Context: an optimization exercise on an open-source flow, tuned for small area and a short achievable clock period. The choices shown serve that exercise and are no tape-out recipe. Function not checked in this run: the RTL went through the layout flow alone. Power figures rest on the tool's default switching activity, not on a simulated workload.

==> design.v <==
package exu_pkg;
    localparam int xlen = 64;
    localparam logic [6:0] op_lui    = 7'b0110111;
    localparam logic [6:0] op_auipc  = 7'b0010111;
    localparam logic [6:0] op_jal    = 7'b1101111;
    localparam logic [6:0] op_jalr   = 7'b1100111;
    localparam logic [6:0] op_branch = 7'b1100011;
    localparam logic [6:0] op_load   = 7'b0000011;
    localparam logic [6:0] op_store  = 7'b0100011;
    localparam logic [6:0] op_imm    = 7'b0010011;
    localparam logic [6:0] op_imm32  = 7'b0011011;
    localparam logic [6:0] op_reg    = 7'b0110011;
    localparam logic [6:0] op_reg32  = 7'b0111011;
endpackage
module pfx_add #(
    parameter int N = 64
) (
    input  logic [N-1:0] x,
    input  logic [N-1:0] y,
    input  logic         cin,
    output logic [N-1:0] s,
    output logic         cout
);
    localparam int L = $clog2(N);
    logic [(L+1)*N-1:0] g;
    logic [(L+1)*N-1:0] p;
    logic [N-1:0]       hp;
    assign hp = x ^ y;
    assign g[N-1:0] = {x[N-1:1] & y[N-1:1], (x[0] & y[0]) | (hp[0] & cin)};
    assign p[N-1:0] = hp;
    for (genvar l = 0; l < L; l++) begin : lvl
        for (genvar i = 0; i < N; i++) begin : bit_
            if ((i >> l) & 1) begin : op
                localparam int j = ((i >> l) << l) - 1;
                assign g[(l+1)*N+i] = g[l*N+i] | (p[l*N+i] & g[l*N+j]);
                assign p[(l+1)*N+i] = p[l*N+i] & p[l*N+j];
            end else begin : pass
                assign g[(l+1)*N+i] = g[l*N+i];
                assign p[(l+1)*N+i] = p[l*N+i];
            end
        end
    end
    assign s    = hp ^ {g[L*N +: N-1], cin};
    assign cout = g[L*N+N-1];
endmodule
module pfx_and #(
    parameter int N = 32
) (
    input  logic [N-1:0] x,
    output logic [N-1:0] o
);
    localparam int L = $clog2(N);
    logic [(L+1)*N-1:0] a;
    assign a[N-1:0] = x;
    for (genvar l = 0; l < L; l++) begin : lvl
        for (genvar i = 0; i < N; i++) begin : bit_
            if ((i >> l) & 1) begin : op
                localparam int j = ((i >> l) << l) - 1;
                assign a[(l+1)*N+i] = a[l*N+i] & a[l*N+j];
            end else begin : pass
                assign a[(l+1)*N+i] = a[l*N+i];
            end
        end
    end
    assign o = a[L*N +: N];
endmodule
module shr64 (
    input  logic [63:0] x,
    input  logic        fill,
    input  logic [5:0]  sh,
    output logic [63:0] r
);
    logic [7*64-1:0] st;
    assign st[63:0] = x;
    for (genvar l = 0; l < 6; l++) begin : lvl
        assign st[(l+1)*64 +: 64] = sh[l] ? {{(1 << l){fill}}, st[l*64+63 : l*64+(1 << l)]}
                                          : st[l*64 +: 64];
    end
    assign r = st[6*64 +: 64];
endmodule
import exu_pkg::*;
module ex_top (
    input  logic            clk,
    input  logic            rst_n,
    input  logic            in_valid,
    input  logic [31:0]     inst,
    input  logic [xlen-1:0] pc,
    input  logic [xlen-1:0] rs1_data,
    input  logic [xlen-1:0] rs2_data,
    output logic            out_valid,
    output logic            jump_branch,
    output logic [xlen-1:0] result,
    output logic [xlen-1:0] dnpc,
    output logic [xlen-1:0] mdata
);
    logic [6:0] opc;
    logic [2:0] f3;
    logic       f7b5;
    assign opc  = inst[6:0];
    assign f3   = inst[14:12];
    assign f7b5 = inst[30];
    logic is_lui, is_auipc, is_jal, is_jalr, is_br, is_load, is_store;
    logic is_opi, is_op, is_opi32, is_op32, is_alu, is_w;
    assign is_lui   = (opc == op_lui);
    assign is_auipc = (opc == op_auipc);
    assign is_jal   = (opc == op_jal);
    assign is_jalr  = (opc == op_jalr);
    assign is_br    = (opc == op_branch);
    assign is_load  = (opc == op_load);
    assign is_store = (opc == op_store);
    assign is_opi   = (opc == op_imm);
    assign is_op    = (opc == op_reg);
    assign is_opi32 = (opc == op_imm32);
    assign is_op32  = (opc == op_reg32);
    assign is_alu   = is_opi | is_op;
    assign is_w     = (is_opi32 | is_op32) & (f3 == 3'b000);
    logic [63:0] a, b, p;
    assign a = rs1_data;
    assign b = rs2_data;
    assign p = pc;
    logic use_b, use_i, use_s, sub;
    assign use_b = is_op | is_br | (is_op32 & (f3 == 3'b000));
    assign use_i = is_opi | is_load | is_jalr | (is_opi32 & (f3 == 3'b000));
    assign use_s = is_store;
    assign sub   = is_br
                 | ((is_op | is_op32) & (f3 == 3'b000) & f7b5)
                 | (is_alu & (f3[2:1] == 2'b01));
    logic [11:0] imm_lo;
    logic        imm_sg;
    assign imm_lo = use_s ? {inst[31:25], inst[11:7]} : inst[31:20];
    assign imm_sg = (use_i | use_s) & inst[31];
    logic [63:0] y, yx, s;
    logic        c64, ltu, lt, eq;
    assign y[11:0]  = use_b ? b[11:0] : ({12{use_i | use_s}} & imm_lo);
    assign y[63:12] = use_b ? b[63:12] : {52{imm_sg}};
    assign yx = y ^ {64{sub}};
    pfx_add #(.N(64)) u_add (.x(a), .y(yx), .cin(sub), .s(s), .cout(c64));
    assign ltu = ~c64;
    assign lt  = a[63] ^ yx[63] ^ c64;
    assign eq  = &(a ~^ b);
    logic [5:0]  sh;
    logic        shl, fill;
    logic [63:0] shx, shr, a_rev;
    assign sh   = inst[5] ? b[5:0] : inst[25:20];
    assign shl  = ~f3[2];
    assign fill = f3[2] & f7b5 & a[63];
    for (genvar i = 0; i < 64; i++) begin : rev_a
        assign a_rev[i] = a[63-i];
    end
    assign shx = shl ? a_rev : a;
    shr64 u_shr (.x(shx), .fill(fill), .sh(sh), .r(shr));
    logic [63:0] shr_rev;
    for (genvar i = 0; i < 64; i++) begin : rev_r
        assign shr_rev[i] = shr[63-i];
    end
    logic [31:0] off;
    logic [31:0] imm_b, imm_j, imm_u;
    assign imm_b = {{20{inst[31]}}, inst[7], inst[30:25], inst[11:8], 1'b0};
    assign imm_j = {{12{inst[31]}}, inst[19:12], inst[20], inst[30:21], 1'b0};
    assign imm_u = {inst[31:12], 12'b0};
    assign off   = ~inst[2] ? imm_b : inst[3] ? imm_j : imm_u;
    logic [31:0] t_lo;
    logic        c32;
    pfx_add #(.N(32)) u_tadd (.x(p[31:0]), .y(off), .cin(1'b0), .s(t_lo), .cout(c32));
    logic [31:0] p_hi, inc_hi, dec_hi, all1, all0;
    assign p_hi = p[63:32];
    pfx_and #(.N(32)) u_and1 (.x(p_hi),  .o(all1));
    pfx_and #(.N(32)) u_and0 (.x(~p_hi), .o(all0));
    assign inc_hi = p_hi ^ {all1[30:0], 1'b1};
    assign dec_hi = p_hi ^ {all0[30:0], 1'b1};
    logic [63:0] t;
    assign t[31:0]  = t_lo;
    assign t[63:32] = (c32 & ~inst[31]) ? inc_hi :
                      (~c32 & inst[31]) ? dec_hi : p_hi;
    logic [29:0] lo1;
    logic [63:0] p4;
    pfx_and #(.N(30)) u_and4 (.x(p[31:2]), .o(lo1));
    assign p4[1:0]   = p[1:0];
    assign p4[31:2]  = p[31:2] ^ {lo1[28:0], 1'b1};
    assign p4[63:32] = lo1[29] ? inc_hi : p_hi;
    logic taken, jb;
    assign taken = is_br & (f3[2] ? ((f3[1] ? ltu : lt) ^ f3[0])
                                  : (~f3[1] & (eq ^ f3[0])));
    assign jb = is_jal | is_jalr | taken;
    logic [63:0] npc;
    assign npc = is_jalr ? {s[63:1], 1'b0} : (is_jal | taken) ? t : p4;
    logic sel_s, sel_w, sel_sll, sel_sr, sel_slt, sel_x, sel_a, sel_lui, sel_t, sel_p4;
    assign sel_lui = is_lui;
    assign sel_t   = is_auipc;
    assign sel_p4  = is_jal | is_jalr;
    assign sel_w   = is_w;
    assign sel_sll = is_alu & (f3 == 3'b001);
    assign sel_sr  = is_alu & (f3 == 3'b101);
    assign sel_slt = is_alu & (f3[2:1] == 2'b01);
    assign sel_x   = is_alu & ((f3 == 3'b100) | (f3 == 3'b110));
    assign sel_a   = is_alu & f3[2] & f3[1];
    assign sel_s   = ~(sel_lui | sel_t | sel_p4 | sel_w | sel_sll | sel_sr | sel_slt | sel_x | sel_a);
    logic [63:0] res, luv;
    assign luv = {{32{inst[31]}}, imm_u};
    assign res = ({64{sel_s}}   & s)
               | ({64{sel_w}}   & {{32{s[31]}}, s[31:0]})
               | ({64{sel_sll}} & shr_rev)
               | ({64{sel_sr}}  & shr)
               | {63'd0, sel_slt & (f3[0] ? ltu : lt)}
               | ({64{sel_x}}   & (a ^ y))
               | ({64{sel_a}}   & (a & y))
               | ({64{sel_lui}} & luv)
               | ({64{sel_t}}   & t)
               | ({64{sel_p4}}  & p4);
    always_ff @(posedge clk or negedge rst_n) begin
        if (!rst_n) begin
            out_valid   <= 1'b0;
            jump_branch <= 1'b0;
            result      <= '0;
            dnpc        <= '0;
            mdata       <= '0;
        end else begin
            out_valid <= in_valid;
            if (in_valid) begin
                jump_branch <= jb;
                result      <= res;
                dnpc        <= npc;
                mdata       <= b;
            end
        end
    end
endmodule
==> run.sh <==
#!/bin/bash
# synth_recipe.tcl (not shown) runs the flow's synth.tcl, then flattens the netlist and writes it again
# the make line also repeats each setting of config.mk as NAME=value (left out here)
make -C /OpenROAD-flow-scripts/flow DESIGN_CONFIG=/design/flow/config.mk WORK_HOME=/design/flow/orfs CLKGATE_MAP_FILE= SYNTH_SCRIPT=/design/flow/synth_recipe.tcl finish
==> config.mk <==
export PLATFORM = sky130hd
export DESIGN_NAME = ex_top
export DESIGN_NICKNAME = ex_top
export VERILOG_FILES = /design/flow/design.v
export SDC_FILE = /design/flow/constraint.sdc
export NUM_CORES = 4
export LEC_CHECK = 0
export CAP_MARGIN = 20
export CORE_MARGIN = 2
export CORE_UTILIZATION = 22
export PLACE_DENSITY = 0.4
export SLEW_MARGIN = 20
==> constraint.sdc <==
create_clock -name core_clock -period 13.0 [get_ports {clk}]
set_input_delay 2.6000 -clock core_clock [delete_from_list [all_inputs] [get_ports {clk}]]
set_output_delay 2.6000 -clock core_clock [all_outputs]
set_load 0.01 [all_outputs]
==> results_dict.tcl <==
set metrics [dict create \
    drc 0 \
    fin_crit_sh 0.801 \
    syn_inst 3067 \
    max_freq_mhz 96.0 \
    setup.worst_path.start_class "input port" \
    placed_cell_area_um2 30800 \
    status "finished clean" \
    leakagePower_nw 13.1 \
    grt_first_pass_wirelength_um 220000 \
    placement.io_buffers 420 \
    maxCapViolCount 0 \
    first_global_vias 27100 \
    reg2regPathDepth 2 \
    setup_tns_ps 0 \
    p_sw_mw 1.19 \
    yosysWarnings 1 \
    postLayoutCellArea_um2 31400 \
    yosysSeqAreaShare 0.196 \
    period_minus_slack_ps 10410 \
    start_util 0.221 \
    cts_hold_buffers 0 \
    dieWidth_um 339 \
    seq_power_share 0.279 \
    routed_wirelength_um 161000 \
    vias 27200 \
    powerDensity_nw_per_um2 84.7 \
    grtUsageTotal 0.272 \
    slew_viol_final 0 \
    setup_viol 0 \
    insertion_delay_ps 530 \
    die_h_um 339 \
    hold_path_depth 1 \
    ys_types 77 \
    utilization 0.281 \
    wl_per_cell_um 32.9 \
    ctsResizeCount 0 \
    path_cells "clkdlybuf4s50_1, nor4_1, nand2_1, o22ai_4, buf_4, xor2_1, ha_1, a21oi_1, o21ai_0, a211oi_1, o31ai_1, a32oi_1, o21ai_1, a31oi_1, a21oi_2, and2_1, buf_4, mux2i_1, xnor2_1, o21ai_0" \
    slowest_delay_ps 920 \
    netlist_area_um2 24700 \
    cts_setup_buffers 0 \
    p_clk_frac 0.235 \
    htree_num_levels 4 \
    cts_buffer_depth 2 \
    worstPathMaxFanout 27 \
    arrival_ps 10800 \
    nets 3783 \
    ant_nets 0 \
    drive_above_1_share 0.0912 \
    criticalPathCategory "input port to flop" \
    syn_nets 3476 \
    tightest_slew_ps 1310 \
    grt_setup_unrepaired "no" \
    peakVddDrop_v 0.000115 \
    hold_violations 0 \
    cts_root_buffer "clkbuf_16" \
    ios 421 \
    die_area_um2 115000 \
    synth_seq_cells 194 \
    clk_pin_slew_ps 90 \
    pwr-share-comb 0.486 \
    firstDrtPassIters 6 \
    hpwl_um 128000 \
    syn_avg_cell_area_um2 8.07 \
    gr-total-overflow 0 \
    synth_edf_count 0 \
    cts_buffers 17 \
    rows 123 \
    required_ps 13390 \
    min_path_type "flop to flop" \
    synthFlopType "dfrtp_1" \
    area_growth_pct 27.0 \
    cts.sinks 194 \
    skew_ps 0 \
    switching_share 0.448 \
    antenna_found_initial 18 \
    grt_max_degree 84 \
    ys_async_sr_fraction 1.00 \
    vias_per_cell 5.57 \
    max-slew-margin-rel 0.124 \
    slowest_stage "and2_1" \
    crit_path_end_kind "flop" \
    cts_tree "yes" \
    gp_congestion 0.984 \
    first_iter_violations 2819 \
    coreArea_um2 112000 \
    p_int_mw 1.47 \
]
[registers in the layout, summed over array words and instances (netlist names)]
| name | cells |
|---|---|
| jump_branch | 1 |
| mdata | 64 |
| dnpc | 64 |
| result | 64 |
| out_valid | 1 |
[power groups by stage]
| stage | clock network [mW] | registers [mW] | logic (mW) |
|---|---|---|---|
| 2_1_floorplan | 0 | 0.752 | 0.578 |
| 3_3_place_gp | 0 | 0.755 | 1.27 |
| 3_5_place_dp | 0 | 0.755 | 1.26 |
| 4_1_cts | 0.648 | 0.744 | 1.27 |
| 5_1_grt | 0.660 | 0.749 | 1.35 |
| 6_report | 0.626 | 0.744 | 1.29 |
[metal layers]
layer | part of all wire | GRT usage
met5 | 0.00025 | 0
met4 | 0.064 | 0.153
met3 | 0.074 | 0.0556
met2 | 0.48 | 0.460
met1 | 0.39 | 0.319
[critical path: cells and delay by family]
| kind | cells | cell delay, ps |
|---|---|---|
| compound gates | 10 | 3590 |
| simple gates | 3 | 1980 |
| buf+inv | 3 | 1710 |
| fa+ha+maj | 1 | 370 |
| xor+xnor | 2 | 270 |
| mux | 1 | 250 |
[cell families after synthesis]
kind of cell | count (synthesis) | share of synthesized area
mux | 324 | 0.153
compound gates | 917 | 0.251
flops | 194 | 0.196
simple gates | 865 | 0.156
fa+ha+maj | 182 | 0.0951
xor+xnor | 290 | 0.103
buf+inv | 295 | 0.0466
[final timing paths]
check / startpoint / end / slack, ps
setup / recovery: inst[3] / dnpc[46] / 2590
hold / removal: result[22] / result[22] / 480
setup reg to reg: dnpc[23] / dnpc[23] / 12070
hold reg to reg: result[22] / result[22] / 480
max in group asynchronous: rst_n / result[38] / 9380
min in group asynchronous: rst_n / mdata[63] / 2060
[synth_stat cells (all sizes together) (43+ instances only)]
| cell | instances | area (µm²) |
|---|---|---|
| nand2 | 335 | 1260 |
| nor2 | 259 | 972 |
| a21oi | 228 | 1140 |
| xor2 | 196 | 1720 |
| dfrtp | 194 | 4850 |
| mux2i | 182 | 1820 |
| clkbuf | 181 | 679 |
| ha | 172 | 2150 |
| o21ai | 154 | 771 |
| mux2 | 109 | 1230 |
| xnor2 | 94 | 823 |
| o21a | 69 | 518 |
| nand3 | 67 | 335 |
| inv | 62 | 233 |
| a21o | 53 | 398 |
| a31oi | 51 | 319 |
| buf | 51 | 236 |
| a221oi | 46 | 403 |
| a211oi | 43 | 323 |
[through the flow]
stage / setup slack (ps) / instances / hold slack [ps] / total power [mW]
2_1_floorplan: 4490 / 3067 / 516 / 1.33
3_3_place_gp: 2460 / 4855 / 464 / 2.02
3_5_place_dp: 2280 / 4855 / 466 / 2.02
4_1_cts: 2890 / 4887 / 488 / 2.66
5_1_grt: 2220 / 4887 / 506 / 2.76
6_report: 2590 / 4890 / 481 / 2.66
[cell type report]
cell class	instances	area (µm²)
Fill cell	12400	80600
Multi-Input combinational cell	2578	18900
Timing Repair Buffer	520	4960
Sequential cell	194	4850
Tap cell	1500	1880
Clock buffer	21	470
Inverter	63	236
Clock inverter	11	154
Antenna cell	3	7.51
[layout by cell type (no fill, tap or decap), drive strengths merged, types with 51 or more instances in the layout]
| cell | synthesis | layout |
|---|---|---|
| ha | 172 | 172 |
| a21o | 53 | 53 |
| nand2 | 335 | 335 |
| nand3 | 67 | 67 |
| o21a | 69 | 69 |
| a21oi | 228 | 228 |
| o21ai | 154 | 154 |
| nor2 | 259 | 259 |
| mux2i | 182 | 182 |
| dfrtp | 194 | 194 |
| clkdlybuf4s50 | 0 | 416 |
| xnor2 | 94 | 94 |
| buf | 51 | 104 |
| a31oi | 51 | 51 |
| mux2 | 109 | 109 |
| inv | 62 | 70 |
| xor2 | 196 | 196 |

[what the ideal ports hide]
The results above use ideal ports. As a check the final layout listed here was re-extracted and re-timed, cells and wires unchanged. Step 1 assumes that a clkbuf_16 drives the clock port and a buf_2 every other input. Step 2, shift: input delay + t, output delay - t, t = (earliest + latest rising clock arrival at the registers) / 2. This alone moves slack from input paths to output paths. a / b / c = ideal / step 1 / step 2; a / b = the first two.
shift t [ns]: 0.603
setup WS [ns]: 2.587 / 2.609 / 2.006
hold slack, ns: 0.481 / 0.481 / 0.481
worst slew at a driven data input, ns: 0.08
After both steps this run still meets setup and hold. The setup slack of this run moves by +0.022 ns with the drivers and by -0.581 ns with both steps.
